Context: an optimization exercise on an open-source flow, tuned for small area and a short achievable clock period. The choices shown serve that exercise and are no tape-out recipe. Only simulation tests tie the RTL to the original design; equivalence was not proved.

===== flow/flow/run.sh =====
#!/bin/bash
# Own layout flow: the standard flow (the standard.sh, all steps) with
# the port buffers made from buf_1 cells instead of ORFS's default choice.
# Each tool's output goes to the ORFS logs under orfs/logs; this script's
# own output goes to run.log.
set -e
{
  echo "== standard.sh"; cat standard.sh
  echo "== config.mk"; cat config.mk
  export BUFFER_PORTS_ARGS="-buffer_cell sky130_fd_sc_hd__buf_1"
  bash standard.sh
} > run.log 2>&1

===== flow/constraint.sdc =====
create_clock -name core_clock -period 6.0 [get_ports {clk}]
set_input_delay 1.2000 -clock core_clock [delete_from_list [all_inputs] [get_ports {clk}]]
set_output_delay 1.2000 -clock core_clock [all_outputs]
set_load 0.01 [all_outputs]

===== flow/standard.sh =====
#!/bin/bash
# synth_recipe.tcl (not shown) runs the flow's synth.tcl, then flattens the netlist and writes it again
# the make line also repeats each setting of config.mk as NAME=value (left out here)
make -C /OpenROAD-flow-scripts/flow DESIGN_CONFIG=/design/flow/config.mk WORK_HOME=/design/flow/orfs CLKGATE_MAP_FILE= SYNTH_SCRIPT=/design/flow/synth_recipe.tcl "${@:-finish}"

===== flow/config.mk =====
export PLATFORM = sky130hd
export DESIGN_NAME = pe_mac_array
export DESIGN_NICKNAME = pe_mac_array
export VERILOG_FILES = /design/flow/design.v
export SDC_FILE = /design/flow/constraint.sdc
export NUM_CORES = 4
export LEC_CHECK = 0
export ABC_AREA = 1
export CAP_MARGIN = 10
export CORE_MARGIN = 2
export CORE_UTILIZATION = 40
export CTS_CLUSTER_DIAMETER = 100
export CTS_CLUSTER_SIZE = 22
export SETUP_SLACK_MARGIN = 2.8
export SLEW_MARGIN = 10
export TNS_END_PERCENT = 10

===== flow/design.v =====
package nmcu_pkg;
  localparam int DATA_WIDTH = 8;
  localparam int ACC_WIDTH  = 32;
  typedef enum logic [1:0] {
    IDLE  = 2'd0,
    ACCUM = 2'd1,
    FLUSH = 2'd2,
    DRAIN = 2'd3
  } pe_mac_state_e;
endpackage
module pe_mac_lane
#(
  parameter int DATA_WIDTH = nmcu_pkg::DATA_WIDTH,
  parameter int ACC_WIDTH  = nmcu_pkg::ACC_WIDTH
) (
  input  logic                  clk,
  input  logic                  load_en,   
  input  logic                  acc_clr,   
  input  logic [DATA_WIDTH-1:0] a,
  input  logic [DATA_WIDTH-1:0] b,
  output logic [ACC_WIDTH-1:0]  acc,
  output logic [DATA_WIDTH-1:0] result,
  output logic                  sat
);
  logic bo0;
  logic bt0;
  logic bn0;
  logic pp0_0;
  logic pp0_1;
  logic pp0_2;
  logic pp0_3;
  logic pp0_4;
  logic pp0_5;
  logic pp0_6;
  logic pp0_7;
  logic pp0_8;
  logic ppn0;
  logic bo1;
  logic bt1;
  logic bn1;
  logic pp1_0;
  logic pp1_1;
  logic pp1_2;
  logic pp1_3;
  logic pp1_4;
  logic pp1_5;
  logic pp1_6;
  logic pp1_7;
  logic pp1_8;
  logic ppn1;
  logic bo2;
  logic bt2;
  logic bn2;
  logic pp2_0;
  logic pp2_1;
  logic pp2_2;
  logic pp2_3;
  logic pp2_4;
  logic pp2_5;
  logic pp2_6;
  logic pp2_7;
  logic pp2_8;
  logic ppn2;
  logic bo3;
  logic bt3;
  logic bn3;
  logic pp3_0;
  logic pp3_1;
  logic pp3_2;
  logic pp3_3;
  logic pp3_4;
  logic pp3_5;
  logic pp3_6;
  logic pp3_7;
  logic pp3_8;
  logic ppn3;
  logic ms1;
  logic mc1;
  logic ms2;
  logic mc2;
  logic ms3;
  logic mc3;
  logic ms4;
  logic mc4;
  logic ms5;
  logic mc5;
  logic ms6;
  logic mc6;
  logic ms7;
  logic mc7;
  logic ms8;
  logic mc8;
  logic ms9;
  logic mc9;
  logic ms10;
  logic mc10;
  logic ms11;
  logic mc11;
  logic ms12;
  logic mc12;
  logic ms13;
  logic mc13;
  logic ms14;
  logic mc14;
  logic ms15;
  logic mc15;
  logic ms16;
  logic mc16;
  logic ms17;
  logic mc17;
  logic ms18;
  logic mc18;
  logic ms19;
  logic mc19;
  logic ms20;
  logic mc20;
  logic ms21;
  logic mc21;
  logic ms22;
  logic mc22;
  logic ms23;
  logic mc23;
  logic ms24;
  logic mc24;
  assign bo0 = b[0] & load_en;
  assign bt0 = (b[1] & ~b[0]) & load_en;
  assign bn0 = b[1] & load_en;
  assign pp0_0 = (bo0 & a[0]) ^ bn0;
  assign pp0_1 = ((bo0 & a[1]) | (bt0 & a[0])) ^ bn0;
  assign pp0_2 = ((bo0 & a[2]) | (bt0 & a[1])) ^ bn0;
  assign pp0_3 = ((bo0 & a[3]) | (bt0 & a[2])) ^ bn0;
  assign pp0_4 = ((bo0 & a[4]) | (bt0 & a[3])) ^ bn0;
  assign pp0_5 = ((bo0 & a[5]) | (bt0 & a[4])) ^ bn0;
  assign pp0_6 = ((bo0 & a[6]) | (bt0 & a[5])) ^ bn0;
  assign pp0_7 = ((bo0 & a[7]) | (bt0 & a[6])) ^ bn0;
  assign pp0_8 = ((bo0 & a[7]) | (bt0 & a[7])) ^ bn0;
  assign ppn0 = ~pp0_8;
  assign bo1 = (b[2] ^ b[1]) & load_en;
  assign bt1 = ((b[3] & ~b[2] & ~b[1]) | (~b[3] & b[2] & b[1])) & load_en;
  assign bn1 = b[3] & load_en;
  assign pp1_0 = (bo1 & a[0]) ^ bn1;
  assign pp1_1 = ((bo1 & a[1]) | (bt1 & a[0])) ^ bn1;
  assign pp1_2 = ((bo1 & a[2]) | (bt1 & a[1])) ^ bn1;
  assign pp1_3 = ((bo1 & a[3]) | (bt1 & a[2])) ^ bn1;
  assign pp1_4 = ((bo1 & a[4]) | (bt1 & a[3])) ^ bn1;
  assign pp1_5 = ((bo1 & a[5]) | (bt1 & a[4])) ^ bn1;
  assign pp1_6 = ((bo1 & a[6]) | (bt1 & a[5])) ^ bn1;
  assign pp1_7 = ((bo1 & a[7]) | (bt1 & a[6])) ^ bn1;
  assign pp1_8 = ((bo1 & a[7]) | (bt1 & a[7])) ^ bn1;
  assign ppn1 = ~pp1_8;
  assign bo2 = (b[4] ^ b[3]) & load_en;
  assign bt2 = ((b[5] & ~b[4] & ~b[3]) | (~b[5] & b[4] & b[3])) & load_en;
  assign bn2 = b[5] & load_en;
  assign pp2_0 = (bo2 & a[0]) ^ bn2;
  assign pp2_1 = ((bo2 & a[1]) | (bt2 & a[0])) ^ bn2;
  assign pp2_2 = ((bo2 & a[2]) | (bt2 & a[1])) ^ bn2;
  assign pp2_3 = ((bo2 & a[3]) | (bt2 & a[2])) ^ bn2;
  assign pp2_4 = ((bo2 & a[4]) | (bt2 & a[3])) ^ bn2;
  assign pp2_5 = ((bo2 & a[5]) | (bt2 & a[4])) ^ bn2;
  assign pp2_6 = ((bo2 & a[6]) | (bt2 & a[5])) ^ bn2;
  assign pp2_7 = ((bo2 & a[7]) | (bt2 & a[6])) ^ bn2;
  assign pp2_8 = ((bo2 & a[7]) | (bt2 & a[7])) ^ bn2;
  assign ppn2 = ~pp2_8;
  assign bo3 = (b[6] ^ b[5]) & load_en;
  assign bt3 = ((b[7] & ~b[6] & ~b[5]) | (~b[7] & b[6] & b[5])) & load_en;
  assign bn3 = b[7] & load_en;
  assign pp3_0 = (bo3 & a[0]) ^ bn3;
  assign pp3_1 = ((bo3 & a[1]) | (bt3 & a[0])) ^ bn3;
  assign pp3_2 = ((bo3 & a[2]) | (bt3 & a[1])) ^ bn3;
  assign pp3_3 = ((bo3 & a[3]) | (bt3 & a[2])) ^ bn3;
  assign pp3_4 = ((bo3 & a[4]) | (bt3 & a[3])) ^ bn3;
  assign pp3_5 = ((bo3 & a[5]) | (bt3 & a[4])) ^ bn3;
  assign pp3_6 = ((bo3 & a[6]) | (bt3 & a[5])) ^ bn3;
  assign pp3_7 = ((bo3 & a[7]) | (bt3 & a[6])) ^ bn3;
  assign pp3_8 = ((bo3 & a[7]) | (bt3 & a[7])) ^ bn3;
  assign ppn3 = ~pp3_8;
  assign ms1 = bn3 ^ pp0_6;
  assign mc1 = bn3 & pp0_6;
  assign ms2 = pp0_7 ^ pp1_5;
  assign mc2 = pp0_7 & pp1_5;
  assign ms3 = 1'b1 ^ pp1_6 ^ pp2_4;
  assign mc3 = (1'b1 & pp1_6) | (1'b1 & pp2_4) | (pp1_6 & pp2_4);
  assign ms4 = 1'b1 ^ pp1_7;
  assign mc4 = 1'b1 & pp1_7;
  assign ms5 = bn2 ^ pp0_4;
  assign mc5 = bn2 & pp0_4;
  assign ms6 = pp0_5 ^ pp1_3;
  assign mc6 = pp0_5 & pp1_3;
  assign ms7 = pp1_4 ^ pp2_2 ^ pp3_0;
  assign mc7 = (pp1_4 & pp2_2) | (pp1_4 & pp3_0) | (pp2_2 & pp3_0);
  assign ms8 = pp2_3 ^ pp3_1 ^ mc1;
  assign mc8 = (pp2_3 & pp3_1) | (pp2_3 & mc1) | (pp3_1 & mc1);
  assign ms9 = pp3_2 ^ ppn0 ^ mc2;
  assign mc9 = (pp3_2 & ppn0) | (pp3_2 & mc2) | (ppn0 & mc2);
  assign ms10 = pp2_5 ^ pp3_3 ^ ms4;
  assign mc10 = (pp2_5 & pp3_3) | (pp2_5 & ms4) | (pp3_3 & ms4);
  assign ms11 = pp2_6 ^ pp3_4 ^ ppn1;
  assign mc11 = (pp2_6 & pp3_4) | (pp2_6 & ppn1) | (pp3_4 & ppn1);
  assign ms12 = 1'b1 ^ pp2_7;
  assign mc12 = 1'b1 & pp2_7;
  assign ms13 = bn1 ^ pp0_2;
  assign mc13 = bn1 & pp0_2;
  assign ms14 = pp0_3 ^ pp1_1;
  assign mc14 = pp0_3 & pp1_1;
  assign ms15 = pp1_2 ^ pp2_0 ^ ms5;
  assign mc15 = (pp1_2 & pp2_0) | (pp1_2 & ms5) | (pp2_0 & ms5);
  assign ms16 = pp2_1 ^ mc5 ^ ms6;
  assign mc16 = (pp2_1 & mc5) | (pp2_1 & ms6) | (mc5 & ms6);
  assign ms17 = mc6 ^ ms1 ^ ms7;
  assign mc17 = (mc6 & ms1) | (mc6 & ms7) | (ms1 & ms7);
  assign ms18 = ms2 ^ mc7 ^ ms8;
  assign mc18 = (ms2 & mc7) | (ms2 & ms8) | (mc7 & ms8);
  assign ms19 = ms3 ^ mc8 ^ ms9;
  assign mc19 = (ms3 & mc8) | (ms3 & ms9) | (mc8 & ms9);
  assign ms20 = mc3 ^ mc9 ^ ms10;
  assign mc20 = (mc3 & mc9) | (mc3 & ms10) | (mc9 & ms10);
  assign ms21 = mc4 ^ ms11 ^ mc10;
  assign mc21 = (mc4 & ms11) | (mc4 & mc10) | (ms11 & mc10);
  assign ms22 = pp3_5 ^ ms12 ^ mc11;
  assign mc22 = (pp3_5 & ms12) | (pp3_5 & mc11) | (ms12 & mc11);
  assign ms23 = pp3_6 ^ ppn2 ^ mc12;
  assign mc23 = (pp3_6 & ppn2) | (pp3_6 & mc12) | (ppn2 & mc12);
  assign ms24 = 1'b1 ^ pp3_7;
  assign mc24 = 1'b1 & pp3_7;
  logic [15:0] row0_d, row0_q;
  assign row0_d = {1'b1, ppn3, ms24, ms23, ms22, ms21, ms20, ms19, ms18, ms17, ms16, ms15, ms14, pp1_0, pp0_1, bn0};
  logic [15:0] row1_d, row1_q;
  assign row1_d = {1'b0, mc24, mc23, mc22, mc21, mc20, mc19, mc18, mc17, mc16, mc15, mc14, mc13, ms13, 1'b0, pp0_0};
  always_ff @(posedge clk) begin
    row0_q <= row0_d;
    row1_q <= row1_d;
  end
  logic [31:0] acc_q;
  logic ls25;
  logic lc25;
  logic ls26;
  logic lc26;
  logic ls27;
  logic lc27;
  logic ls28;
  logic lc28;
  logic ls29;
  logic lc29;
  logic ls30;
  logic lc30;
  logic ls31;
  logic lc31;
  logic ls32;
  logic lc32;
  logic ls33;
  logic lc33;
  logic ls34;
  logic lc34;
  logic ls35;
  logic lc35;
  logic ls36;
  logic lc36;
  logic ls37;
  logic lc37;
  logic ls38;
  logic lc38;
  logic ls39;
  logic lc39;
  logic ls40;
  logic lc40;
  assign ls25 = acc_q[0] ^ row0_q[0];
  assign lc25 = acc_q[0] & row0_q[0];
  assign ls26 = acc_q[1] ^ row0_q[1];
  assign lc26 = acc_q[1] & row0_q[1];
  assign ls27 = acc_q[2] ^ row0_q[2] ^ row1_q[2];
  assign lc27 = (acc_q[2] & row0_q[2]) | (acc_q[2] & row1_q[2]) | (row0_q[2] & row1_q[2]);
  assign ls28 = acc_q[3] ^ row0_q[3] ^ row1_q[3];
  assign lc28 = (acc_q[3] & row0_q[3]) | (acc_q[3] & row1_q[3]) | (row0_q[3] & row1_q[3]);
  assign ls29 = acc_q[4] ^ row0_q[4] ^ row1_q[4];
  assign lc29 = (acc_q[4] & row0_q[4]) | (acc_q[4] & row1_q[4]) | (row0_q[4] & row1_q[4]);
  assign ls30 = acc_q[5] ^ row0_q[5] ^ row1_q[5];
  assign lc30 = (acc_q[5] & row0_q[5]) | (acc_q[5] & row1_q[5]) | (row0_q[5] & row1_q[5]);
  assign ls31 = acc_q[6] ^ row0_q[6] ^ row1_q[6];
  assign lc31 = (acc_q[6] & row0_q[6]) | (acc_q[6] & row1_q[6]) | (row0_q[6] & row1_q[6]);
  assign ls32 = acc_q[7] ^ row0_q[7] ^ row1_q[7];
  assign lc32 = (acc_q[7] & row0_q[7]) | (acc_q[7] & row1_q[7]) | (row0_q[7] & row1_q[7]);
  assign ls33 = acc_q[8] ^ row0_q[8] ^ row1_q[8];
  assign lc33 = (acc_q[8] & row0_q[8]) | (acc_q[8] & row1_q[8]) | (row0_q[8] & row1_q[8]);
  assign ls34 = acc_q[9] ^ row0_q[9] ^ row1_q[9];
  assign lc34 = (acc_q[9] & row0_q[9]) | (acc_q[9] & row1_q[9]) | (row0_q[9] & row1_q[9]);
  assign ls35 = acc_q[10] ^ row0_q[10] ^ row1_q[10];
  assign lc35 = (acc_q[10] & row0_q[10]) | (acc_q[10] & row1_q[10]) | (row0_q[10] & row1_q[10]);
  assign ls36 = acc_q[11] ^ row0_q[11] ^ row1_q[11];
  assign lc36 = (acc_q[11] & row0_q[11]) | (acc_q[11] & row1_q[11]) | (row0_q[11] & row1_q[11]);
  assign ls37 = acc_q[12] ^ row0_q[12] ^ row1_q[12];
  assign lc37 = (acc_q[12] & row0_q[12]) | (acc_q[12] & row1_q[12]) | (row0_q[12] & row1_q[12]);
  assign ls38 = acc_q[13] ^ row0_q[13] ^ row1_q[13];
  assign lc38 = (acc_q[13] & row0_q[13]) | (acc_q[13] & row1_q[13]) | (row0_q[13] & row1_q[13]);
  assign ls39 = acc_q[14] ^ row0_q[14] ^ row1_q[14];
  assign lc39 = (acc_q[14] & row0_q[14]) | (acc_q[14] & row1_q[14]) | (row0_q[14] & row1_q[14]);
  assign ls40 = acc_q[15] ^ row0_q[15];
  assign lc40 = acc_q[15] & row0_q[15];
  logic [17:0] pg_p, pg_g, lo_sum;
  assign pg_p = {1'b0 ^ 1'b0, lc40 ^ 1'b0, ls40 ^ lc39, ls39 ^ lc38, ls38 ^ lc37, ls37 ^ lc36, ls36 ^ lc35, ls35 ^ lc34, ls34 ^ lc33, ls33 ^ lc32, ls32 ^ lc31, ls31 ^ lc30, ls30 ^ lc29, ls29 ^ lc28, ls28 ^ lc27, ls27 ^ lc26, ls26 ^ lc25, row1_q[0] ^ ls25};
  assign pg_g = {1'b0 & 1'b0, lc40 & 1'b0, ls40 & lc39, ls39 & lc38, ls38 & lc37, ls37 & lc36, ls36 & lc35, ls35 & lc34, ls34 & lc33, ls33 & lc32, ls32 & lc31, ls31 & lc30, ls30 & lc29, ls29 & lc28, ls28 & lc27, ls27 & lc26, ls26 & lc25, row1_q[0] & ls25};
  logic bg1, bp1;
  assign bg1 = pg_g[1] | (pg_p[1] & pg_g[0]);
  assign bp1 = pg_p[1] & pg_p[0];
  logic bg2, bp2;
  assign bg2 = pg_g[3] | (pg_p[3] & pg_g[2]);
  assign bp2 = pg_p[3] & pg_p[2];
  logic bg3, bp3;
  assign bg3 = pg_g[5] | (pg_p[5] & pg_g[4]);
  assign bp3 = pg_p[5] & pg_p[4];
  logic bg4, bp4;
  assign bg4 = pg_g[7] | (pg_p[7] & pg_g[6]);
  assign bp4 = pg_p[7] & pg_p[6];
  logic bg5, bp5;
  assign bg5 = pg_g[9] | (pg_p[9] & pg_g[8]);
  assign bp5 = pg_p[9] & pg_p[8];
  logic bg6, bp6;
  assign bg6 = pg_g[11] | (pg_p[11] & pg_g[10]);
  assign bp6 = pg_p[11] & pg_p[10];
  logic bg7, bp7;
  assign bg7 = pg_g[13] | (pg_p[13] & pg_g[12]);
  assign bp7 = pg_p[13] & pg_p[12];
  logic bg8, bp8;
  assign bg8 = pg_g[15] | (pg_p[15] & pg_g[14]);
  assign bp8 = pg_p[15] & pg_p[14];
  logic bg9, bp9;
  assign bg9 = pg_g[17] | (pg_p[17] & pg_g[16]);
  assign bp9 = pg_p[17] & pg_p[16];
  logic bg10, bp10;
  assign bg10 = bg2 | (bp2 & bg1);
  assign bp10 = bp2 & bp1;
  logic bg11, bp11;
  assign bg11 = bg4 | (bp4 & bg3);
  assign bp11 = bp4 & bp3;
  logic bg12, bp12;
  assign bg12 = bg6 | (bp6 & bg5);
  assign bp12 = bp6 & bp5;
  logic bg13, bp13;
  assign bg13 = bg8 | (bp8 & bg7);
  assign bp13 = bp8 & bp7;
  logic bg14, bp14;
  assign bg14 = bg11 | (bp11 & bg10);
  assign bp14 = bp11 & bp10;
  logic bg15, bp15;
  assign bg15 = bg13 | (bp13 & bg12);
  assign bp15 = bp13 & bp12;
  logic bg16, bp16;
  assign bg16 = bg15 | (bp15 & bg14);
  assign bp16 = bp15 & bp14;
  logic bg17, bp17;
  assign bg17 = bg12 | (bp12 & bg14);
  assign bp17 = bp12 & bp14;
  logic bg18, bp18;
  assign bg18 = bg3 | (bp3 & bg10);
  assign bp18 = bp3 & bp10;
  logic bg19, bp19;
  assign bg19 = bg5 | (bp5 & bg14);
  assign bp19 = bp5 & bp14;
  logic bg20, bp20;
  assign bg20 = bg7 | (bp7 & bg17);
  assign bp20 = bp7 & bp17;
  logic bg21, bp21;
  assign bg21 = bg9 | (bp9 & bg16);
  assign bp21 = bp9 & bp16;
  logic bg22, bp22;
  assign bg22 = pg_g[2] | (pg_p[2] & bg1);
  assign bp22 = pg_p[2] & bp1;
  logic bg23, bp23;
  assign bg23 = pg_g[4] | (pg_p[4] & bg10);
  assign bp23 = pg_p[4] & bp10;
  logic bg24, bp24;
  assign bg24 = pg_g[6] | (pg_p[6] & bg18);
  assign bp24 = pg_p[6] & bp18;
  logic bg25, bp25;
  assign bg25 = pg_g[8] | (pg_p[8] & bg14);
  assign bp25 = pg_p[8] & bp14;
  logic bg26, bp26;
  assign bg26 = pg_g[10] | (pg_p[10] & bg19);
  assign bp26 = pg_p[10] & bp19;
  logic bg27, bp27;
  assign bg27 = pg_g[12] | (pg_p[12] & bg17);
  assign bp27 = pg_p[12] & bp17;
  logic bg28, bp28;
  assign bg28 = pg_g[14] | (pg_p[14] & bg20);
  assign bp28 = pg_p[14] & bp20;
  logic bg29, bp29;
  assign bg29 = pg_g[16] | (pg_p[16] & bg16);
  assign bp29 = pg_p[16] & bp16;
  assign lo_sum[0] = pg_p[0];
  assign lo_sum[1] = pg_p[1] ^ pg_g[0];
  assign lo_sum[2] = pg_p[2] ^ bg1;
  assign lo_sum[3] = pg_p[3] ^ bg22;
  assign lo_sum[4] = pg_p[4] ^ bg10;
  assign lo_sum[5] = pg_p[5] ^ bg23;
  assign lo_sum[6] = pg_p[6] ^ bg18;
  assign lo_sum[7] = pg_p[7] ^ bg24;
  assign lo_sum[8] = pg_p[8] ^ bg14;
  assign lo_sum[9] = pg_p[9] ^ bg25;
  assign lo_sum[10] = pg_p[10] ^ bg19;
  assign lo_sum[11] = pg_p[11] ^ bg26;
  assign lo_sum[12] = pg_p[12] ^ bg17;
  assign lo_sum[13] = pg_p[13] ^ bg27;
  assign lo_sum[14] = pg_p[14] ^ bg20;
  assign lo_sum[15] = pg_p[15] ^ bg28;
  assign lo_sum[16] = pg_p[16] ^ bg16;
  assign lo_sum[17] = pg_p[17] ^ bg29;
  logic        inc, dec;
  logic [15:0] hi, hi_next, all1, all0;
  assign inc = lo_sum[17];
  assign dec = !lo_sum[17] && !lo_sum[16];
  assign hi  = acc_q[31:16];
  always_comb begin
    all1[0] = 1'b1;
    all0[0] = 1'b1;
    for (int i = 1; i < 16; i++) begin
      all1[i] = all1[i-1] & hi[i-1];
      all0[i] = all0[i-1] & !hi[i-1];
    end
  end
  logic [15:0] hi_inc, hi_dec;
  assign hi_inc  = hi ^ all1;
  assign hi_dec  = hi ^ all0;
  assign hi_next = inc ? hi_inc : dec ? hi_dec : hi;
  logic hz_next, ho_next, z15, o15;
  assign z15 = (hi[15:1] == '0);
  assign o15 = (hi[15:1] == '1);
  assign hz_next = inc ? (o15 & hi[0])
                 : dec ? (z15 & hi[0])
                 :       (z15 & !hi[0]);
  assign ho_next = inc ? (o15 & !hi[0])
                 : dec ? (z15 & !hi[0])
                 :       (o15 & hi[0]);
  logic lz_next, lo_next;
  assign lz_next = (lo_sum[15:7] == '0);
  assign lo_next = (lo_sum[15:7] == '1);
  logic inr_q, inr_next;
  assign inr_next = (hz_next & lz_next) | (ho_next & lo_next);
  always_ff @(posedge clk) begin
    if (load_en && acc_clr) begin
      acc_q <= '0;
      inr_q <= 1'b1;
    end else begin
      acc_q <= {hi_next, lo_sum[15:0]};
      inr_q <= inr_next;
    end
  end
  logic in_range;
  assign in_range = inr_q;
  assign acc    = acc_q;
  assign sat    = !in_range;
  assign result = in_range ? acc_q[DATA_WIDTH-1:0]
                           : {acc_q[ACC_WIDTH-1], {(DATA_WIDTH-1){!acc_q[ACC_WIDTH-1]}}};
endmodule
module pe_mac_array
#(
  parameter int DATA_WIDTH = nmcu_pkg::DATA_WIDTH,
  parameter int ACC_WIDTH  = nmcu_pkg::ACC_WIDTH,
  parameter int NUM_LANES  = 8
) (
  input  logic                            clk,
  input  logic                            rst_n,
  input  logic                            in_valid_i,
  output logic                            in_ready_o,
  input  logic [NUM_LANES*DATA_WIDTH-1:0] a_i,
  input  logic [NUM_LANES*DATA_WIDTH-1:0] b_i,
  input  logic                            first_i,
  input  logic                            last_i,
  output logic                            out_valid_o,
  input  logic                            out_ready_i,
  output logic [NUM_LANES*DATA_WIDTH-1:0] result_o,
  output logic [NUM_LANES*ACC_WIDTH-1:0]  acc_o,
  output logic [NUM_LANES-1:0]            sat_o,
  output logic                            busy_o,
  output nmcu_pkg::pe_mac_state_e        state_o
);
  nmcu_pkg::pe_mac_state_e state_q;
  logic          ready;
  logic          accept;
  logic          load;
  logic          open_group;
  assign ready       = (state_q == nmcu_pkg::IDLE) || (state_q == nmcu_pkg::ACCUM);
  assign in_ready_o  = rst_n && ready;
  assign accept      = in_valid_i && in_ready_o;
  assign load        = in_valid_i && ready;
  assign out_valid_o = (state_q == nmcu_pkg::DRAIN);
  assign busy_o      = (state_q != nmcu_pkg::IDLE);
  assign state_o     = state_q;
  assign open_group  = first_i || (state_q == nmcu_pkg::IDLE);
  always_ff @(posedge clk or negedge rst_n) begin
    if (!rst_n) begin
      state_q <= nmcu_pkg::IDLE;
    end else begin
      case (state_q)
        nmcu_pkg::IDLE, nmcu_pkg::ACCUM: if (accept) state_q <= last_i ? nmcu_pkg::FLUSH : nmcu_pkg::ACCUM;
        nmcu_pkg::FLUSH:       state_q <= nmcu_pkg::DRAIN;
        nmcu_pkg::DRAIN:       if (out_ready_i) state_q <= nmcu_pkg::IDLE;
        default:     state_q <= nmcu_pkg::IDLE;
      endcase
    end
  end
  for (genvar n = 0; n < NUM_LANES; n++) begin : g_lane
    pe_mac_lane #(
      .DATA_WIDTH(DATA_WIDTH),
      .ACC_WIDTH (ACC_WIDTH)
    ) u_lane (
      .clk    (clk),
      .load_en(load),
      .acc_clr(open_group),
      .a      (a_i[n*DATA_WIDTH +: DATA_WIDTH]),
      .b      (b_i[n*DATA_WIDTH +: DATA_WIDTH]),
      .acc    (acc_o[n*ACC_WIDTH +: ACC_WIDTH]),
      .result (result_o[n*DATA_WIDTH +: DATA_WIDTH]),
      .sat    (sat_o[n])
    );
  end
endmodule

==> impl_metrics.toml, run 1 <==
[worst_setup_path]
r2r_end = "g_lane[7].u_lane.inr_q"
worstReg2RegStart = "g_lane[7].u_lane.row0_q[0]"
critPathKind = "primary input to flip-flop"
crit_path_start = "in_valid_i"
rrSetupSlack_ns = 2.86
path_cells = "buf_6 > nand2_8 > buf_12 > nor2_1 > buf_6 > nand2_2 > o22ai_1 > xor2_1 > ha_1 > inv_1 > fa_1 > inv_1 > fa_1"
slowest_delay_ns = 0.47
crit_arrival_ns = 3.63
crit_path_end_kind = "flip-flop"
cp_max_fo = 18
crit_required_ns = 6.48
cpMaxStageDelayCell = "fa_1"
rr_worst_depth = 15
start_kind = "primary input"

[clock_tree]
clock_latency_ns = 0.62
cts_max_path_buffers = 3
clk_pin_slew_ns = 0.09
cts_tree = "yes"
cts_buffers = 29
cts_sinks = 498
hold_buffers = 0
cts_root_buf = "clkbuf_16"
htree_levels = 1

[grt]
grt_pass1_vias = 27672
busiest_layer = "met2"
gr-usage-met2_pct = 34.3
grt_use_total_pct = 20.1
grt_antenna_before_repair = 3
met3_usage_pct = 4.05
grt_overflow_total = 0
grt_util_met1_pct = 26.1
grt_pass1_wl_um = 146000
grt_max_degree = 76

[routing]
drtPass1Iterations = 7
drt-initial-drc-count = 1485
vias = 28780
drt-total-wl_um = 93000
drc = 0
antenna_left = 0
vias_per_cell = 4.91
wl_per_cell_um = 15.9

[synthesis]
muxShareOfSynthArea_pct = 0
synth-edff-count = 0
async_flop_share_pct = 0.402
synth_cell_types = 52
synthesis.area_um2 = 34500
yosysSeqAreaShare_pct = 28.9
synth_fa_ha_area_share_pct = 23.8
synth_top_cell_by_area = "dfxtp_1"
synth_ff_type = "dfxtp_1"
yosys.area_share.simple_pct = 19.3
netlist_instances = 4199
synth_top_family_by_area = "adder cells"
synth_nets = 4821
syn_area_per_cell_um2 = 8.21
synthDominantCellAreaShare_pct = 28.8
netlist_top_cells_area = "dfxtp_1 29%, fa_1 16%, ha_1 7.5%"
synthXorXnorAreaFrac_pct = 8.64
synth_compound_area_share_pct = 10.8
yosys_warnings = 2
ys_seq_elements = 498

[die]
rows = 107
dieWidth_um = 298
die_y_um = 298
core-area_um2 = 85300
start_util_pct = 40.4
die-area_um2 = 88600
io_pins = 467

[final_layout]
layout-drive-gt1-share_pct = 11.9
synthToLayoutAreaGrowth_pct = 17.4
nets = 5328
layout_commonest_cell = "nand2_1"
antenna_cells = 0
instances_no_fill = 5864
final_cell_mix = "627 x nand2_1, 609 x inv_1, 465 x buf_1"

[place]
port_buffers = 466
gp_congestion = 0.911
dp_hpwl_um = 71200
dp.cells = 5735

[sta]
fmax_mhz = 318
setup_viol = 0
worstMarginPinSlew_ns = 0.917
min_period_ns = 3.15
rsz0062_at_grt = "yes"
slew_headroom_pct = 38.9
hold_viol_final = 0
tns_ns = 0
maxSlewViolCount = 0
finalCritPeriodShare_pct = 52.4
skew_ns = 0.0181

[job]
cap_violations = 0

[min_path]
min_path_type = "primary input to async pin"

[run_status]
status = "finished clean"
routing by layer:
metal | up-vias | routed length [µm]
li1 | 14511 | -
met1 | 13510 | 41200
met2 | 638 | 44600
met3 | 115 | 5380
met4 | 6 | 1740
met5 | - | 31
flip-flops by register name (all words and copies together), names as in the netlist:
signal                flops
g_lane.u_lane.inr_q       8
g_lane.u_lane.row1_q    112
state_q                   2
g_lane.u_lane.acc_q     256
g_lane.u_lane.row0_q    120
cell families after synthesis:
family | Yosys count
xor+xnor | 340
buf+inv | 742
flops | 498
fa+ha+maj | 488
compound gates | 634
simple gates | 1497
per-stage QoR:
stage                     util, %  setup slack (ns)  instance area [µm²]  hold WS (ns)
after CTS                    45.9              2.72                39100         0.344
final                        47.5              2.85                40500         0.391
after detailed placement     43.9              1.53                37400         0.487
after global placement       43.9              1.56                37400         0.475
after global routing         47.5              2.72                40500         0.355
after floorplan                 -              2.74                34600         0.500
critical path: cells and delay by family:
family                   cells  cell delay (ns)
XOR/XNOR                     1             0.19
buffers and inverters        5             0.64
adder cells (fa/ha/maj)      3             1.05
AND/OR/NAND/NOR              3             0.38
AO/OA/AOI/OAI                1             0.16
how the worst max path moves through the flow:
stage	to	slack, ns	depth (start not counted)
detailed placement	g_lane[0].u_lane.row0_q[8]	1.53	12
global placement	g_lane[0].u_lane.row0_q[8]	1.56	12
global route	g_lane[0].u_lane.acc_q[25]	2.72	19
finish	g_lane[1].u_lane.row0_q[8]	2.85	13
CTS	g_lane[0].u_lane.inr_q	2.72	19
floorplan	g_lane[3].u_lane.row0_q[8]	2.74	11
cells in the mapped netlist (12+ instances only):
library cell	n
fa_1	280
o22ai_1	198
nand2_1	660
nand3_1	189
inv_2	22
nand4_1	71
nor2_4	19
nand3_4	12
o21ai_0	135
a21oi_1	209
nor3_1	29
buf_4	19
clkbuf_1	21
a21o_1	16
inv_1	632
xnor2_1	49
o22ai_2	14
dfxtp_1	496
nor2_2	17
nor2_1	445
a31oi_1	13
or2_2	30
buf_2	36
ha_1	208
xor2_1	291
area by class of cell:
type	instances	area [µm²]
clock buffer	33	761
tap	1144	1430
inverter	657	2520
sequential	498	10100
timing repair buffer	554	2490
fill	8421	44800
clock inverter	12	170
multi-input combinational	2964	23000
timing repair inverter	2	16.3
what timing repair did:
item	in CTS	in global routing
pin swaps	26	126
setup buffers	31	45
endpoints found under the setup margin	238	169
resized for setup	121	253
gates cloned	6	2
endpoints found under the hold margin	0	0
==> run 2, diff against run 1 <==
--- a/flow/design.v
+++ b/flow/design.v
@@ -126,3 +126,3 @@
   assign bt0 = (b[1] & ~b[0]) & load_en;
-  assign bn0 = b[1] & load_en;
+  assign bn0 = b[1];
   assign pp0_0 = (bo0 & a[0]) ^ bn0;
@@ -139,3 +139,3 @@
   assign bt1 = ((b[3] & ~b[2] & ~b[1]) | (~b[3] & b[2] & b[1])) & load_en;
-  assign bn1 = b[3] & load_en;
+  assign bn1 = b[3];
   assign pp1_0 = (bo1 & a[0]) ^ bn1;
@@ -152,3 +152,3 @@
   assign bt2 = ((b[5] & ~b[4] & ~b[3]) | (~b[5] & b[4] & b[3])) & load_en;
-  assign bn2 = b[5] & load_en;
+  assign bn2 = b[5];
   assign pp2_0 = (bo2 & a[0]) ^ bn2;
@@ -165,3 +165,3 @@
   assign bt3 = ((b[7] & ~b[6] & ~b[5]) | (~b[7] & b[6] & b[5])) & load_en;
-  assign bn3 = b[7] & load_en;
+  assign bn3 = b[7];
   assign pp3_0 = (bo3 & a[0]) ^ bn3;
--- a/flow/config.mk
+++ b/flow/config.mk
@@ -8,3 +8,3 @@
 export ABC_AREA = 1
-export CAP_MARGIN = 10
+export CAP_MARGIN = 20
 export CORE_MARGIN = 2
@@ -14,3 +14,3 @@
 export SETUP_SLACK_MARGIN = 2.8
-export SLEW_MARGIN = 10
+export SLEW_MARGIN = 20
 export TNS_END_PERCENT = 10
==> run 2 against run 1 <==
Still clean on timing, DRC and antenna; cell count down 0.31%; final area down 1.4%; via count down 0.49%; register-to-register slack worse by 0.04 ns; first-iteration DRC count down 2.6%; synthesized cell count up 0.50%; largest cell class unchanged; highest routed layer is now met4.
==> impl_metrics.toml, run 2 <==
[synthesis]
ys_seq_elements = 498
yosysSeqAreaShare_pct = 29.0
synth_most_common_cell = "nand2_1"
synth_top_cell_by_area = "dfxtp_1"
netlist_instances = 4220
yosys_warnings = 2
async_flop_share_pct = 0.402
synth_nets = 4842
synth_ff_type = "dfxtp_1"
netlist_top_cells_area = "dfxtp_1 29%, fa_1 16%, xor2_1 7.9%"
synthesis.area_um2 = 34400
synth-edff-count = 0
synthDominantCellAreaShare_pct = 28.9
ys_top_cells_by_count = "642 x nand2_1, 587 x inv_1, 521 x nor2_1"
synth_cell_types = 42
syn_area_per_cell_um2 = 8.14

[sta]
skew_ns = 0.0255
fmax_mhz = 298
setup_viol = 0
hold_viol_final = 0
min_period_ns = 3.36
tns_ns = 0
finalCritPeriodShare_pct = 55.9
worstMarginPinSlew_ns = 0.808
slew_headroom_pct = 46.1
rsz0062_at_grt = "yes"
maxSlewViolCount = 0

[routing]
wl_per_cell_um = 15.6
vias = 28638
drc = 0
antenna_left = 0
drtPass1Iterations = 5
drt-total-wl_um = 91500
drt-initial-drc-count = 1446
vias_per_cell = 4.90

[clock_tree]
cts_sinks = 498
cts_tree = "yes"
clk_pin_slew_ns = 0.09
cts_buffers = 34
hold_buffers = 0
clock_latency_ns = 0.58
cts_root_buf = "clkbuf_16"
htree_levels = 2
cts_max_path_buffers = 3

[worst_setup_path]
crit_path_end_kind = "flip-flop"
r2r_end = "g_lane[0].u_lane.acc_q[31]"
start_kind = "primary input"
crit_required_ns = 6.46
crit_arrival_ns = 3.81
crit_path_start = "b_i[11]"
cp_max_fo = 10
worstReg2RegStart = "g_lane[0].u_lane.acc_q[5]"
critPathKind = "primary input to flip-flop"
cp-endpoint = "g_lane[1].u_lane.row0_q[8]"
rrSetupSlack_ns = 2.82
rr_worst_depth = 17

[final_layout]
antenna_cells = 0
layout_commonest_cell = "nand2_1"
largest_register = "g_lane.u_lane.acc_q"
nets = 5301
synthToLayoutAreaGrowth_pct = 16.2
reg_top3 = "g_lane.u_lane.acc_q: 256 flops, g_lane.u_lane.row0_q: 120 flops, g_lane.u_lane.row1_q: 112 flops"
multi_input_area_um2 = 22500
final_cell_mix = "603 x nand2_1, 576 x inv_1, 497 x nor2_1"
layout-drive-gt1-share_pct = 9.91
largest_reg_flops = 256
seqCellArea_um2 = 10000
fill_cells = 8390

[die]
dieWidth_um = 297
die-area_um2 = 88300
core-area_um2 = 85100
die_y_um = 297
start_util_pct = 40.4
rows = 107
io_pins = 467

[place]
port_buffers = 466
gp_congestion = 0.906
dp_hpwl_um = 70100

[grt]
grt_max_degree = 72
grt_use_total_pct = 20.2
grt_antenna_before_repair = 0
grt_pass1_vias = 27338
grt_pass1_wl_um = 146000
grt_overflow_total = 0

[job]
cap_violations = 0

[min_path]
min_path_type = "primary input to async pin"

[run_status]
status = "finished clean"
run 2: cell types whose count changed in the layout (fill, tap and decap cells not counted), moves of 17 or more:
cell      delta
clkinv_2    +17
o22ai_1     +19
inv_1       -33
xor2_1      +25
buf_4       -17
nand2_1     -24
buf_1       -20
nor2_4      -18
nor2_1      +66
clkbuf_2    +17
inv_2       -20
run 2: timing repair:
action,CTS,global route
cloned,2,0
setup endpoints to repair,341,206
pin swaps,21,86
resized for setup,142,161
setup buffers,22,40
run 2: how the worst min path moves through the flow:
stage	startpoint	endpoint	slack (ns)
finish	rst_n	state_q[1]	0.42
global route	rst_n	state_q[0]	0.41
CTS	rst_n	state_q[1]	0.38
detailed placement	g_lane[7].u_lane.acc_q[28]	g_lane[7].u_lane.acc_q[28]	0.49
global placement	g_lane[7].u_lane.acc_q[28]	g_lane[7].u_lane.acc_q[28]	0.48
floorplan	g_lane[7].u_lane.acc_q[28]	g_lane[7].u_lane.acc_q[28]	0.50
run 2: stage by stage:
step | cells | instance area (µm²) | util, % | hold slack [ns] | worst slack (ns)
floorplan | 4220 | 34500 | - | 0.500 | 2.70
global placement | 5723 | 37100 | 43.6 | 0.481 | 1.53
detailed placement | 5723 | 37100 | 43.6 | 0.491 | 1.46
CTS | 5806 | 39000 | 45.8 | 0.380 | 2.70
global route | 5846 | 39900 | 46.9 | 0.412 | 2.59
finish | 5846 | 39900 | 46.9 | 0.425 | 2.64
run 2: metal layers:
layer  part of all wire (%)  track usage, %  vias to the layer above
met3                    5.5            3.68                      122
met5                      0               0                        -
li1                       -               -                    14454
met1                     45            26.5                    13453
met4                    3.1            6.69                        0
met2                     47            33.4                      609
run 2: cell families after synthesis:
kind of cell	count (synthesis)	share of synthesized area [%]
DFF	498	29.0
buffers and inverters	730	8.60
xor gates and xnor gates	369	9.40
adders and majority gates	488	23.9
AOI/OAI and AO/OA	627	10.4
and+or+nand+nor	1508	18.7
run 2: critical path, stage by stage:
cell and delay, ns:
buf_1 0.50, clkinv_2 0.28, a21oi_1 0.23, nand2_2 0.15, o22ai_2 0.13, xor2_1 0.16
ha_1 0.17, inv_1 0.05, fa_1 0.47, inv_1 0.05, fa_1 0.42
run 2: final cells by class:
class	count	area share, %
sequential	498	25.1
inverter	616	5.91
clock inverter	16	0.520
multi-input combinational	2993	56.4
clock buffer	43	2.50
tap	1144	3.59
timing repair inverter	1	0.0219
timing repair buffer	535	5.89
==> run 3, diff against run 2 <==
--- a/flow/design.v
+++ b/flow/design.v
@@ -421,3 +421,3 @@
   assign hi_dec  = hi ^ all0;
-  assign hi_next = inc ? hi_inc : dec ? hi_dec : hi;
+  assign hi_next = lo_sum[17] ? hi_inc : lo_sum[16] ? hi : hi_dec;
   logic hz_next, ho_next, z15, o15;
@@ -425,8 +425,8 @@
   assign o15 = (hi[15:1] == '1);
-  assign hz_next = inc ? (o15 & hi[0])
-                 : dec ? (z15 & hi[0])
-                 :       (z15 & !hi[0]);
-  assign ho_next = inc ? (o15 & !hi[0])
-                 : dec ? (z15 & !hi[0])
-                 :       (o15 & hi[0]);
+  assign hz_next = lo_sum[17] ? (o15 & hi[0])
+                 : lo_sum[16] ? (z15 & !hi[0])
+                 :              (z15 & hi[0]);
+  assign ho_next = lo_sum[17] ? (o15 & !hi[0])
+                 : lo_sum[16] ? (o15 & hi[0])
+                 :              (z15 & !hi[0]);
   logic lz_next, lo_next;
==> run 3 against run 2 <==
Hold slack better by 0.0098 ns; die area shrank 0.37%; maximum frequency is 3.6% higher.
==> impl_metrics.toml, run 3 <==
[run_status]
status = "finished clean"

[sta]
worstMarginPinSlew_ns = 0.703
finalCritPeriodShare_pct = 54.0
skew_ns = 0.0310
fmax_mhz = 309
min_period_ns = 3.24
tns_ns = 0
setup_slack_ns = 2.76
rsz0062_at_grt = "yes"
setup_viol = 0
slew_headroom_pct = 53.1
maxSlewViolCount = 0
hold_viol_final = 0

[worst_setup_path]
path_common_cell = "fa_1"
start_kind = "primary input"
critPathKind = "primary input to flip-flop"
cp_max_fo = 41
crit_path_end_kind = "flip-flop"
crit_arrival_ns = 3.69
path_cells = "buf_1 > nand2_4 > buf_6 > nor2_1 > inv_1 > o22ai_1 > xor2_1 > ha_1 > fa_1 > fa_1"
crit_required_ns = 6.45
cpMaxStageDelayCell = "fa_1"
slowest_delay_ns = 0.50
rr_worst_depth = 17

[die]
rows = 107
die_y_um = 297
start_util_pct = 40.3
dieWidth_um = 297
core-area_um2 = 85000
io_pins = 467
die-area_um2 = 87900

[synthesis]
async_flop_share_pct = 0.402
synth_nets = 4752
synthDominantCellAreaShare_pct = 29.0
yosysSeqAreaShare_pct = 29.1
synth-edff-count = 0
netlist_instances = 4138
synth_most_common_cell = "nand2_1"
ys_top_cells_by_count = "684 x nand2_1, 584 x inv_1, 496 x dfxtp_1"
netlist_top_cells_area = "dfxtp_1 29%, fa_1 16%, xor2_1 7.7%"
synth_top_cell_by_area = "dfxtp_1"
synth_ff_type = "dfxtp_1"
yosys_warnings = 2
synthesis.area_um2 = 34200
syn_area_per_cell_um2 = 8.27
synth_cell_types = 51
ys_seq_elements = 498

[clock_tree]
clock_latency_ns = 0.58
cts_tree = "yes"
htree_levels = 2
clk_pin_slew_ns = 0.09
cts_sinks = 498
cts_buffers = 34
cts_root_buf = "clkbuf_16"
cts_max_path_buffers = 3

[place]
gp_congestion = 0.892
port_buffers = 466
dp_hpwl_um = 68100
dp_slack_ns = 1.65

[routing]
drt-initial-drc-count = 1384
vias_per_cell = 4.89
wl_per_cell_um = 15.2
drc = 0
antenna_left = 0
vias = 28237
drt-total-wl_um = 88000
drtPass1Iterations = 6

[grt]
grt_overflow_total = 0
grt_pass1_wl_um = 139000
grt_antenna_before_repair = 1
grt_use_total_pct = 19.5
grt_max_degree = 65
grt_pass1_vias = 26662

[final_layout]
layout_commonest_cell = "nand2_1"
largest_reg_flops = 256
synthToLayoutAreaGrowth_pct = 16.3
layout-drive-gt1-share_pct = 11.6
reg_top3 = "g_lane.u_lane.acc_q: 256 flops, g_lane.u_lane.row0_q: 120 flops, g_lane.u_lane.row1_q: 112 flops"
nets = 5224
final_cell_mix = "632 x nand2_1, 571 x inv_1, 458 x dfxtp_1"
largest_register = "g_lane.u_lane.acc_q"
fill_cells = 8329

[job]
cap_violations = 0

[min_path]
min_path_type = "primary input to async pin"
-- run 3: cell types whose count changed after synthesis, moves of 10 or more --
| cell | delta |
|---|---|
| xor2_2 | +11 |
| o22ai_2 | +15 |
| inv_2 | +24 |
| a21oi_1 | -47 |
| xnor2_1 | -14 |
| a31oi_1 | +10 |
| o22ai_1 | -17 |
| nand4_1 | +10 |
| nor2_1 | -55 |
| nand2_1 | +42 |
| nand3_1 | -26 |
| clkinv_1 | -15 |
| o21ai_0 | -15 |
-- run 3: stage by stage --
step	utilization [%]	instances	instance area, µm²	hold slack (ns)
2_1_floorplan	-	4138	34500	0.508
3_3_place_gp	43.6	5644	37000	0.499
3_5_place_dp	43.6	5644	37000	0.506
4_1_cts	45.6	5722	38700	0.386
5_1_grt	46.8	5773	39800	0.407
6_report	46.8	5773	39800	0.434
-- run 3: area by class of cell --
type,count,area (µm²),share of cell area (%)
Sequential cell,498,10000,25.2
Clock buffer,39,911,2.29
Antenna cell,1,2.50,0.00629
Multi-Input combinational cell,2908,22400,56.4
Tap cell,1144,1430,3.60
Clock inverter,15,210,0.528
Inverter,623,2380,5.98
Timing Repair Buffer,545,2410,6.05
-- run 3: logic make-up (layout without fill, tap and decap cells) --
logic type                 after synthesis  after routing  share of synthesized area, %
buffers and inverters                  733           1222                          8.82
xor gates and xnor gates               358            358                          9.40
adders and majority gates              480            480                          23.7
AOI/OAI and AO/OA                      575            575                          9.96
DFF                                    498            498                          29.1
other                                    0              1                             0
and+or+nand+nor                       1494           1495                          19.0
-- run 3: critical path: cells and delay by family --
kind                     cells  cell delay (ns)
adder cells (fa/ha/maj)      3             1.14
buffers and inverters        3             0.74
XOR/XNOR                     1             0.18
AND/OR/NAND/NOR              2             0.26
AO/OA/AOI/OAI                1             0.12
-- run 3: final timing paths --
check | startpoint | end | slack [ns]
max | in_valid_i | g_lane[2].u_lane.row0_q[7] | 2.76
max in group asynchronous | rst_n | state_q[0] | 5.40
min | rst_n | state_q[1] | 0.43
min reg2reg | g_lane[3].u_lane.acc_q[19] | g_lane[3].u_lane.acc_q[19] | 0.52
min in group core_clock | g_lane[3].u_lane.acc_q[19] | g_lane[3].u_lane.acc_q[19] | 0.52
max reg2reg | g_lane[0].u_lane.acc_q[0] | g_lane[0].u_lane.inr_q | 2.82
-- run 3: timing repair --
action                     4_1_cts  5_1_grt
pin swaps                       29       93
buffers inserted                23       50
hold buffers                     0        0
setup endpoints to repair      213      192
gates resized for setup        105      182
gates cloned                     1        0
-- run 3: metal layers --
| layer | wire, µm | GRT usage (%) | up-vias |
|---|---|---|---|
| met2 | 42100 | 33.2 | 617 |
| met3 | 5350 | 4.00 | 89 |
| met5 | 0 | 0 | - |
| li1 | - | - | 14203 |
| met1 | 38700 | 25.2 | 13328 |
| met4 | 1830 | 4.74 | 0 |
==> run 4, diff against run 3 <==
--- a/flow/design.v
+++ b/flow/design.v
@@ -126,3 +126,3 @@
   assign bt0 = (b[1] & ~b[0]) & load_en;
-  assign bn0 = b[1];
+  assign bn0 = b[1] & load_en;
   assign pp0_0 = (bo0 & a[0]) ^ bn0;
@@ -139,3 +139,3 @@
   assign bt1 = ((b[3] & ~b[2] & ~b[1]) | (~b[3] & b[2] & b[1])) & load_en;
-  assign bn1 = b[3];
+  assign bn1 = b[3] & load_en;
   assign pp1_0 = (bo1 & a[0]) ^ bn1;
@@ -152,3 +152,3 @@
   assign bt2 = ((b[5] & ~b[4] & ~b[3]) | (~b[5] & b[4] & b[3])) & load_en;
-  assign bn2 = b[5];
+  assign bn2 = b[5] & load_en;
   assign pp2_0 = (bo2 & a[0]) ^ bn2;
@@ -165,3 +165,3 @@
   assign bt3 = ((b[7] & ~b[6] & ~b[5]) | (~b[7] & b[6] & b[5])) & load_en;
-  assign bn3 = b[7];
+  assign bn3 = b[7] & load_en;
   assign pp3_0 = (bo3 & a[0]) ^ bn3;
==> run 4 against run 3 <==
Clock-buffer cell count down 9; first-iteration DRC count down 3.0%; cell count up 1.5%; via count up 1.5%; routed wire length up 6.0%; non-clock buffer count up 12; maximum frequency up 1.6%; clock skew down 0.0025 ns; critical path type unchanged; largest cell class unchanged.
==> impl_metrics.toml, run 4 <==
[final_layout]
largest_reg_flops = 256
layout_commonest_cell = "nand2_1"
nets = 5312
fill_cells = 8407
largest_register = "g_lane.u_lane.acc_q"
multi_input_area_um2 = 22800
synthToLayoutAreaGrowth_pct = 17.2
reg_top3 = "g_lane.u_lane.acc_q: 256 flops, g_lane.u_lane.row0_q: 120 flops, g_lane.u_lane.row1_q: 112 flops"
seqCellArea_um2 = 10100
final_cell_mix = "682 x nand2_1, 575 x inv_1, 467 x nor2_1"
layout-drive-gt1-share_pct = 12.1

[synthesis]
synth_top_cell_by_area = "dfxtp_1"
yosys_warnings = 2
syn_area_per_cell_um2 = 8.16
synthDominantCellAreaShare_pct = 29.0
synth_most_common_cell = "nand2_1"
synth_ff_type = "dfxtp_1"
netlist_instances = 4192
synthXorXnorAreaFrac_pct = 8.68
synth_nets = 4806
ys_seq_elements = 498
ys_top_cells_by_count = "722 x nand2_1, 587 x inv_1, 496 x dfxtp_1"
synth_fa_ha_area_share_pct = 23.7
synth_top_family_by_area = "adder cells"
async_flop_share_pct = 0.402
synth-edff-count = 0
synth_compound_area_share_pct = 9.92
yosysSeqAreaShare_pct = 29.2
synth_cell_types = 52
muxShareOfSynthArea_pct = 0
netlist_top_cells_area = "dfxtp_1 29%, fa_1 16%, nand2_1 7.9%"
synthesis.area_um2 = 34200
yosys.area_share.simple_pct = 20.1

[grt]
grt_use_total_pct = 20.5
grt_pass1_vias = 26822
grt_pass1_wl_um = 144000
grt_overflow_total = 0
grt_antenna_before_repair = 10
grt_max_degree = 67

[die]
start_util_pct = 40.3
io_pins = 467
dieWidth_um = 296
die-area_um2 = 87800
core-area_um2 = 84900
rows = 107
die_y_um = 296

[clock_tree]
clock_latency_ns = 0.63
cts_root_buf = "clkbuf_16"
cts_sinks = 498
cts_tree = "yes"
hold_buffers = 0
htree_levels = 1
clk_pin_slew_ns = 0.10
cts_max_path_buffers = 3
cts_buffers = 29

[job]
cap_violations = 0

[place]
gp_congestion = 0.897
dp_hpwl_um = 71100
port_buffers = 466

[routing]
wl_per_cell_um = 15.9
antenna_left = 0
drc = 0
drt-initial-drc-count = 1342
drtPass1Iterations = 5
vias_per_cell = 4.89
drt-total-wl_um = 93200
vias = 28661

[worst_setup_path]
slowest_delay_ns = 0.48
crit_arrival_ns = 3.70
critPathKind = "primary input to flip-flop"
path_cells = "buf_6 > nand2_8 > buf_8 > nor2_1 > nand3_1 > o21ai_0 > nand2_1 > o31ai_1 > ha_1 > inv_1 > fa_1 > inv_1 > fa_1"
crit_required_ns = 6.51
cpMaxStageDelayCell = "fa_1"
crit_path_end_kind = "flip-flop"
start_kind = "primary input"
cp_max_fo = 21

[sta]
min_period_ns = 3.19
maxSlewViolCount = 0
tns_ns = 0
slew_headroom_pct = 47.9
setup_viol = 0
worstMarginPinSlew_ns = 0.782
hold_viol_final = 0
fmax_mhz = 314
finalCritPeriodShare_pct = 53.1
skew_ns = 0.0285
rsz0062_at_grt = "yes"
hold-worst-slack_ns = 0.368

[min_path]
min_path_type = "primary input to async pin"

[run_status]
status = "finished clean"
## run 4: worst max-delay path: cells and delay by family
family          cells  cell delay, ns
compound gates      2            0.26
fa+ha+maj           3            1.11
buf+inv             4            0.55
simple gates        4            0.53
## run 4: cell type report
class                      count  area share [%]
antenna                        8          0.0500
clock buffer                  30            1.82
clock inverter                 9           0.306
inverter                     639            6.08
multi-input combinational   2972            56.8
sequential                   498            25.2
tap                         1144            3.57
timing repair buffer         557            6.15
timing repair inverter         1          0.0281
## run 4: worst paths after layout
kind                            depth (start not counted)                         end                  startpoint  slack, ns
worst max-delay path                                   13  g_lane[6].u_lane.row0_q[8]                  in_valid_i       2.81
worst min-delay path                                    1                  state_q[0]                       rst_n       0.37
worst max register to register                         16      g_lane[7].u_lane.inr_q  g_lane[7].u_lane.row0_q[5]       2.84
worst min register to register                          2  g_lane[7].u_lane.acc_q[20]  g_lane[7].u_lane.acc_q[20]       0.51
max in group asynchronous                               1                  state_q[1]                       rst_n       5.45
min in group core_clock                                 2  g_lane[7].u_lane.acc_q[20]  g_lane[7].u_lane.acc_q[20]       0.51
## run 4: repair_timing
| action | 4_1_cts | 5_1_grt |
|---|---|---|
| resized for setup | 104 | 234 |
| pin swaps | 31 | 115 |
| cloned | 5 | 0 |
| buffers inserted | 36 | 47 |
| setup endpoints to repair | 253 | 198 |
## run 4: cell families (layout without fill, tap and decap cells)
logic type	after synthesis	in the layout
XOR/XNOR	339	339
flip-flops	498	498
buffers and inverters	726	1236
adder cells (fa/ha/maj)	480	480
AO/OA/AOI/OAI	569	569
other	0	8
AND/OR/NAND/NOR	1580	1584
## run 4: metrics by stage
step	setup slack [ns]	utilization [%]	area, µm²	cells
2_1_floorplan	2.76	-	34400	4192
3_3_place_gp	1.59	43.8	37100	5723
3_5_place_dp	1.49	43.8	37100	5723
4_1_cts	2.71	45.6	38700	5803
5_1_grt	2.65	47.2	40100	5858
6_report	2.81	47.2	40100	5858
## run 4: layer usage
metal / track usage, % / vias to the layer above / share of wire, %
li1: - / 14433 / -
met4: 6.65 / 2 / 3.2
met5: 0 / - / 0.012
met1: 26.2 / 13478 / 43
met3: 3.21 / 133 / 5.3
met2: 35.2 / 615 / 48
==> run 5, diff against run 4 <==
--- a/flow/config.mk
+++ b/flow/config.mk
@@ -13,3 +13,3 @@
 export CTS_CLUSTER_SIZE = 22
-export SETUP_SLACK_MARGIN = 2.8
+export SETUP_SLACK_MARGIN = 2.9
 export SLEW_MARGIN = 20
==> run 5 against run 4 <==
Sequential cell count did not move; still clean on timing, DRC and antenna; critical path depth unchanged; hold slack improved by 0.033 ns; cell count rose by 0.22%; maximum frequency shrank 0.93%; via count hardly changed; register-to-register slack is essentially flat; clock skew fell by 0.0039 ns; utilization increased by 0.46 points.
==> impl_metrics.toml, run 5 <==
[synthesis]
synth_compound_area_share_pct = 9.92
synth_cell_types = 52
async_flop_share_pct = 0.402
yosys.area_share.simple_pct = 20.1
ys_seq_elements = 498
synthXorXnorAreaFrac_pct = 8.68
synth-edff-count = 0
synthDominantCellAreaShare_pct = 29.0
synth_nets = 4806
netlist_top_cells_area = "dfxtp_1 29%, fa_1 16%, nand2_1 7.9%"
syn_area_per_cell_um2 = 8.16
netlist_instances = 4192
synth_fa_ha_area_share_pct = 23.7
muxShareOfSynthArea_pct = 0
yosys_warnings = 2
synthesis.area_um2 = 34200
synth_top_family_by_area = "adder cells"
synth_ff_type = "dfxtp_1"
synth_top_cell_by_area = "dfxtp_1"
yosysSeqAreaShare_pct = 29.2
synth_most_common_cell = "nand2_1"
ys_top_cells_by_count = "722 x nand2_1, 587 x inv_1, 496 x dfxtp_1"

[final_layout]
largest_reg_flops = 256
reg_top3 = "g_lane.u_lane.acc_q: 256 flops, g_lane.u_lane.row0_q: 120 flops, g_lane.u_lane.row1_q: 112 flops"
layout_commonest_cell = "nand2_1"
largest_register = "g_lane.u_lane.acc_q"
final_cell_mix = "666 x nand2_1, 576 x inv_1, 465 x buf_1"
instances_no_fill = 5871
nets = 5325
layout-drive-gt1-share_pct = 13.2
fill_cells = 8353
post-route-util_pct = 47.7
synthToLayoutAreaGrowth_pct = 18.3

[worst_setup_path]
path_cells = "buf_4 > nand2_8 > buf_12 > buf_4 > a21oi_2 > nand2_2 > o22ai_2 > xor2_1 > ha_1 > inv_1 > fa_1 > inv_1 > fa_1"
start_kind = "primary input"
cpMaxStageDelayCell = "fa_1"
worstReg2RegStart = "g_lane[7].u_lane.acc_q[0]"
critPathKind = "primary input to flip-flop"
crit_path_end_kind = "flip-flop"
cpLargestDelayFamily = "adder cells"
cp_max_fo = 8
slowest_delay_ns = 0.51
crit_path_start = "in_valid_i"
crit_arrival_ns = 3.71
crit_required_ns = 6.50
cp.buffers_inverters = 5

[clock_tree]
hold_buffers = 0
clock_latency_ns = 0.62
clk_pin_slew_ns = 0.08
cts_max_path_buffers = 3
cts_root_buf = "clkbuf_16"
cts_buffers = 30
cts_tree = "yes"
htree_levels = 1
cts_sinks = 498

[sta]
skew_ns = 0.0246
fmax_mhz = 311
setup_viol = 0
slew_headroom_pct = 44.3
finalCritPeriodShare_pct = 53.6
maxSlewViolCount = 0
setup_slack_ns = 2.78
rsz0062_at_grt = "yes"
worstMarginPinSlew_ns = 0.836
min_period_ns = 3.22
hold_viol_final = 0
tns_ns = 0

[grt]
grt_antenna_before_repair = 4
grt_util_met1_pct = 25.3
grt_overflow_total = 0
busiest_layer = "met2"
gr-usage-met2_pct = 35.1
grt_pass1_vias = 27074
grt_use_total_pct = 20.1
grt_pass1_wl_um = 142000
grt_max_degree = 67
met3_usage_pct = 3.92

[routing]
vias_per_cell = 4.88
drt-total-wl_um = 91800
antenna_left = 0
drt-initial-drc-count = 1412
vias = 28670
wl_per_cell_um = 15.6
drc = 0
drtPass1Iterations = 6

[die]
die_y_um = 296
die-area_um2 = 87800
io_pins = 467
core-area_um2 = 84900
rows = 107
start_util_pct = 40.3
dieWidth_um = 296

[place]
dp.cells = 5723
dp_slack_ns = 1.59
gp_congestion = 0.895
port_buffers = 466
dp_hpwl_um = 69400

[min_path]
min_path_type = "primary input to async pin"

[run_status]
status = "finished clean"

[job]
cap_violations = 0
## run 5: logic make-up after synthesis
kind of cell | Yosys count
flip-flops | 498
XOR/XNOR | 339
AO/OA/AOI/OAI | 569
buffers and inverters | 726
AND/OR/NAND/NOR | 1580
adder cells (fa/ha/maj) | 480
## run 5: metrics by stage
| stage | cell area [µm²] | hold WS [ns] |
|---|---|---|
| detailed placement | 37200 | 0.502 |
| global placement | 37200 | 0.489 |
| finish | 40500 | 0.401 |
| floorplan | 34500 | 0.507 |
| global route | 40500 | 0.370 |
| CTS | 39200 | 0.344 |
## run 5: per-layer routing
metal	vias up	part of all wire [%]
li1	14444	-
met2	633	49
met1	13478	43
met3	109	5.8
met4	6	2.4
met5	-	0.041
## run 5: layout make-up
cell class / instances / area [µm²] / share of cell area (%)
flip-flops and latches: 498 / 10100 / 24.9
diodes: 1 / 2.50 / 0.00619
inverters: 639 / 2450 / 6.06
repair inverters: 2 / 16.3 / 0.0402
multi-input cells: 2971 / 23000 / 56.8
well taps: 1144 / 1430 / 3.54
repair buffers: 569 / 2570 / 6.36
clock inverters: 10 / 111 / 0.275
clock buffers: 37 / 828 / 2.05
## run 5: path summary, 6_finish.rpt
path                       slack, ns  cells past startpoint                    endpoint
setup / recovery                2.78                     13  g_lane[6].u_lane.row0_q[8]
hold / removal                  0.40                      1                  state_q[1]
setup reg to reg                2.84                     18      g_lane[7].u_lane.inr_q
hold reg to reg                 0.51                      2  g_lane[3].u_lane.acc_q[20]
max in group asynchronous       5.43                      1                  state_q[0]
min in group core_clock         0.51                      2  g_lane[3].u_lane.acc_q[20]
## run 5: repair_timing
| item | CTS | global route |
|---|---|---|
| pin swaps | 64 | 131 |
| setup endpoints to repair | 295 | 198 |
| endpoints found under the hold margin | 0 | 0 |
| resized for setup | 166 | 202 |
| buffers inserted | 41 | 54 |
| cloned | 4 | 1 |
## run 5: worst reg2reg max path: stages, from the launching register on
cell and delay (ns):
dfxtp_4 0.36, ha_1 0.30, ha_2 0.19, fa_2 0.41, nand3_2 0.10, nand3_4 0.10, nand2_4 0.09, nand2_4 0.07
nand2_2 0.07, nand3_2 0.08, nand3_2 0.08, nand2_2 0.05, fa_1 0.54, nand3_1 0.08, nor2_1 0.10, nand3_1 0.07
nor3_1 0.18, nand3_1 0.11, nand3_2 0.11

afterwards: timing with drivers on the ports:
The results above use ideal ports. As a check the final layouts listed here were re-extracted and re-timed, cells and wires unchanged.
Step 1, drivers: a clkbuf_16 drives clk and a buf_2 each remaining input, both assumed.
Step 2 also shifts input and output timing later by t, the mid clock arrival at the registers, as if the neighbouring blocks saw the same clock.
a / b / c = ideal ports / drivers / drivers and shift; a / b = the first two.
run	t (ns)	slack for setup (ns)	worst register clock-pin slew, ns	cell pins on the clock port's net
run 1	0.675	2.854 / 2.859 / 2.207	0.10 / 0.10	1
run 2	0.627	2.644 / 2.683 / 2.056	0.10 / 0.10	1
run 3	0.631	2.761 / 2.805 / 2.174	0.10 / 0.10	1
run 4	0.684	2.812 / 2.745 / 2.147	0.10 / 0.10	1
run 5	0.674	2.782 / 2.815 / 2.141	0.10 / 0.10	1
After both steps setup and hold are still met in every run listed. The setup slack of run 4, which loses most, moves by -0.067 ns with the drivers and by -0.665 ns with both steps.
